This is an optimization exercise on Yosys and OpenROAD, whose aim is small area, a short achievable clock period and few clock cycles, not a production implementation.
Function was checked by simulation only, so behaviour that the tests miss may differ from the original.
Power is estimated from default activity; no workload was simulated.

## axi4_burst_slave_mem
module axi4_burst_slave_mem #(
  parameter int unsigned C_S_AXI_ID_WIDTH   = 1,
  parameter int unsigned C_S_AXI_DATA_WIDTH = 32,
  parameter int unsigned C_S_AXI_ADDR_WIDTH = 32,
  parameter int unsigned C_MEM_ADDR_BITS    = 6
) (
  input  logic                            S_AXI_ACLK,
  input  logic                            S_AXI_ARESETN,
  input  logic [C_S_AXI_ID_WIDTH-1:0]     S_AXI_AWID,
  input  logic [C_S_AXI_ADDR_WIDTH-1:0]   S_AXI_AWADDR,
  input  logic [7:0]                      S_AXI_AWLEN,
  input  logic [2:0]                      S_AXI_AWSIZE,
  input  logic [1:0]                      S_AXI_AWBURST,
  input  logic                            S_AXI_AWVALID,
  output logic                            S_AXI_AWREADY,
  input  logic [C_S_AXI_DATA_WIDTH-1:0]   S_AXI_WDATA,
  input  logic [C_S_AXI_DATA_WIDTH/8-1:0] S_AXI_WSTRB,
  input  logic                            S_AXI_WLAST,
  input  logic                            S_AXI_WVALID,
  output logic                            S_AXI_WREADY,
  output logic [C_S_AXI_ID_WIDTH-1:0]     S_AXI_BID,
  output logic [1:0]                      S_AXI_BRESP,
  output logic                            S_AXI_BVALID,
  input  logic                            S_AXI_BREADY,
  input  logic [C_S_AXI_ID_WIDTH-1:0]     S_AXI_ARID,
  input  logic [C_S_AXI_ADDR_WIDTH-1:0]   S_AXI_ARADDR,
  input  logic [7:0]                      S_AXI_ARLEN,
  input  logic [2:0]                      S_AXI_ARSIZE,
  input  logic [1:0]                      S_AXI_ARBURST,
  input  logic                            S_AXI_ARVALID,
  output logic                            S_AXI_ARREADY,
  output logic [C_S_AXI_ID_WIDTH-1:0]     S_AXI_RID,
  output logic [C_S_AXI_DATA_WIDTH-1:0]   S_AXI_RDATA,
  output logic [1:0]                      S_AXI_RRESP,
  output logic                            S_AXI_RLAST,
  output logic                            S_AXI_RVALID,
  input  logic                            S_AXI_RREADY
  ,
  output logic [15:0]                     S_AXI_ERR_CNT
);
Size in the first run: roughly 200 I/O pins, about 0.086 sq mm of cells after synthesis.
Settings: LEC_CHECK=0, CAP_MARGIN=20, CORE_MARGIN=2, CORE_UTILIZATION=60, CTS_CLUSTER_DIAMETER=60, CTS_CLUSTER_SIZE=30, SETUP_SLACK_MARGIN=2.6, SLEW_MARGIN=20, TNS_END_PERCENT=5; clock period 5.0 ns.
standard.sh (not shown) runs the stock make flow with config.mk's settings and CLKGATE_MAP_FILE= SYNTH_SCRIPT=/design/flow/synth_recipe.tcl, a recipe that flattens the netlist after the stock synthesis.
==> flow/flow/run.sh <==
#!/bin/bash
set -euo pipefail
cd "$(dirname "$0")/.."
bash standard.sh synth > flow_synth.log 2>&1
bash standard.sh \
  "BUFFER_PORTS_ARGS=-buffer_cell sky130_fd_sc_hd__buf_2" \
  "CTS_ARGS=-sink_clustering_enable -repair_clock_nets -sink_clustering_size 30 -sink_clustering_max_diameter 60 -dont_use_dummy_load" \
  finish > flow_layout.log 2>&1
Testbench counts at the start, summed over its fixed seeds: cycles 10,239.
Next try:
--- a/flow/design.v
+++ b/flow/design.v
@@ -206,17 +206,17 @@
   logic              ar_hs, r_hs, out_free, r_adv, g_free;
   logic [ID_W-1:0]   a_id;
   logic [IDX_W-1:0]  a_ptr;
   logic [7:0]        a_len;
   logic [1:0]        a_burst;
   logic              a_err;
   logic              a_wrap;
   logic              g_load, ap_v_n;
-  logic [DEPTH-1:0]  a_sel, ap_sel, ar_sel, g_sel_adv, g_sel_n;
+  logic [DEPTH-1:0]  a_sel, g_sel_adv, g_sel_n;
   logic              s_hold, s_inc, s_w2, s_w4, s_w8, s_w16;
   logic [DATA_W-1:0] g_rd_lo, g_rd_hi;
   logic [DATA_W-1:0] r_data_lo, r_data_hi;
   logic [DATA_W-1:0] r_data_lo_n, r_data_hi_n;
   always_comb begin
     ar_hs    = S_AXI_ARVALID & S_AXI_ARREADY;
     r_hs     = S_AXI_RVALID & S_AXI_RREADY;
     out_free = !S_AXI_RVALID | S_AXI_RREADY;
@@ -226,21 +226,18 @@
     a_ptr   = ap_v ? ap_ptr   : S_AXI_ARADDR[IDX_W+1:2];
     a_len   = ap_v ? ap_len   : S_AXI_ARLEN;
     a_burst = ap_v ? ap_burst : eff_burst(S_AXI_ARLEN, S_AXI_ARBURST);
     a_err   = ap_v ? ap_err   : req_err(S_AXI_ARADDR[1:0], S_AXI_ARLEN, S_AXI_ARSIZE,
                                         S_AXI_ARBURST);
     a_wrap  = (a_burst == BURST_WRAP);
     g_load  = g_free & (ap_v | ar_hs);
     ap_v_n  = (ap_v & !g_free) | (ar_hs & !(g_free & !ap_v));
-    ap_sel  = '0;
-    ap_sel[ap_ptr] = 1'b1;
-    ar_sel  = '0;
-    ar_sel[S_AXI_ARADDR[IDX_W+1:2]] = 1'b1;
-    a_sel   = ap_v ? ap_sel : ar_sel;
+    a_sel   = '0;
+    a_sel[a_ptr] = 1'b1;
     s_hold = g_fix | !r_adv;
     s_inc  = g_inc & r_adv;
     s_w2   = g_w2 & r_adv;
     s_w4   = g_w4 & r_adv;
     s_w8   = g_w8 & r_adv;
     s_w16  = g_w16 & r_adv;
     for (int i = 0; i < int'(DEPTH); i++) begin
       g_sel_adv[i] = (s_hold & g_sel[i])
@@ -248,25 +245,25 @@
                        | (s_w8 & (i % 8 != 0)) | (s_w16 & (i % 16 != 0)))
                       & g_sel[(i + int'(DEPTH) - 1) % int'(DEPTH)]);
       if (i % 2 == 0)  g_sel_adv[i] = g_sel_adv[i] | (s_w2 & g_sel[i + 1]);
       if (i % 4 == 0)  g_sel_adv[i] = g_sel_adv[i] | (s_w4 & g_sel[i + 3]);
       if (i % 8 == 0)  g_sel_adv[i] = g_sel_adv[i] | (s_w8 & g_sel[i + 7]);
       if (i % 16 == 0) g_sel_adv[i] = g_sel_adv[i] | (s_w16 & g_sel[i + 15]);
     end
     g_sel_n = ({DEPTH{g_load}} & a_sel) | ({DEPTH{!g_load}} & g_sel_adv);
-    g_rd_lo = ~r_data_lo & {DATA_W{!r_adv}};
-    g_rd_hi = ~r_data_hi & {DATA_W{!r_adv}};
+    g_rd_lo = r_data_lo & {DATA_W{!r_adv}};
+    g_rd_hi = r_data_hi & {DATA_W{!r_adv}};
     for (int i = 0; i < int'(DEPTH) / 2; i++) begin
       g_rd_lo = g_rd_lo | (mem[i] & {DATA_W{g_sel[i] & r_adv}});
       g_rd_hi = g_rd_hi
               | (mem[i + int'(DEPTH) / 2] & {DATA_W{g_sel[i + int'(DEPTH) / 2] & r_adv}});
     end
-    r_data_lo_n = ~g_rd_lo;
-    r_data_hi_n = ~g_rd_hi;
+    r_data_lo_n = g_rd_lo;
+    r_data_hi_n = g_rd_hi;
   end
   always_ff @(posedge S_AXI_ACLK) begin
     if (ar_hs) begin
       ap_id    <= S_AXI_ARID;
       ap_ptr   <= S_AXI_ARADDR[IDX_W+1:2];
       ap_len   <= S_AXI_ARLEN;
       ap_burst <= eff_burst(S_AXI_ARLEN, S_AXI_ARBURST);
       ap_err   <= req_err(S_AXI_ARADDR[1:0], S_AXI_ARLEN, S_AXI_ARSIZE, S_AXI_ARBURST);
@@ -304,17 +301,17 @@
     end else begin
       ap_v          <= ap_v_n;
       g_act         <= g_load | (g_act & !g_free);
       S_AXI_ARREADY <= !ap_v_n;
       if (r_adv)     S_AXI_RVALID <= 1'b1;
       else if (r_hs) S_AXI_RVALID <= 1'b0;
     end
   end
-  assign S_AXI_RDATA = ~(r_data_lo & r_data_hi);
+  assign S_AXI_RDATA = r_data_lo | r_data_hi;
   logic [15:0] err_cnt_n;         
   logic [15:0] err_cnt_c, err_p1_c, err_p2_c;
   logic        err_b_c, err_r_c;
   always_comb begin
     err_b_c   = b_hs & S_AXI_BRESP[1];
     err_r_c   = r_hs & S_AXI_RLAST & S_AXI_RRESP[1];
     err_cnt_c = ~err_cnt_n;
     err_p1_c  = (err_cnt_c == 16'hFFFF) ? 16'hFFFF : err_cnt_c + 16'd1;
=>
- combinational power goes up by about 8%
- utilization goes up by 0.17 points
- synthesized cell count goes up by 1.5%
- worst setup slack is better by 76 ps
- cell count goes up by 1.9%
- die area goes up by 0.59%
- first-iteration DRC count goes up by 5.0%
- clock power hardly moves
- hold slack is worse by 43 ps
- wire length goes up by 4.7%
- cell area goes up by 1.2%
Testbench counts after the change, summed over its fixed seeds: cycles 10,239.

[separate check: timing with driven ports]
No port has a modelled driver above. Below, the same layouts with a new extraction and two added sets of constraints.
Step 1 (the two cells are an assumption about what drives the block):
set clk [get_ports {S_AXI_ACLK}]
set_driving_cell -lib_cell sky130_fd_sc_hd__clkbuf_16 $clk
set_driving_cell -lib_cell sky130_fd_sc_hd__buf_2 [delete_from_list [all_inputs] $clk]
Step 2 moves the port delays by t, midway between the first and last clock arrival at a register: inputs arrive t later, outputs are due t later. That takes back most of the time a late clock gives input paths.
Slacks: no drivers / after step 1 / after step 2; pairs: no drivers / after step 1.
| run | t (ns) | setup WS [ns] | worst hold slack (ns) | cell pins on the clock port's net |
|---|---|---|---|---|
| the first run | 0.872 | 2.255 / 2.255 / 1.811 | 0.270 / 0.205 / 0.406 | 1 |
| the second run | 0.875 | 2.331 / 2.242 / 1.563 | 0.227 / 0.162 / 0.424 | 1 |
After both steps every run listed still meets setup and hold. For the second run, which loses most, drivers alone change the setup slack by -0.089 ns; drivers and shift together by -0.768 ns.
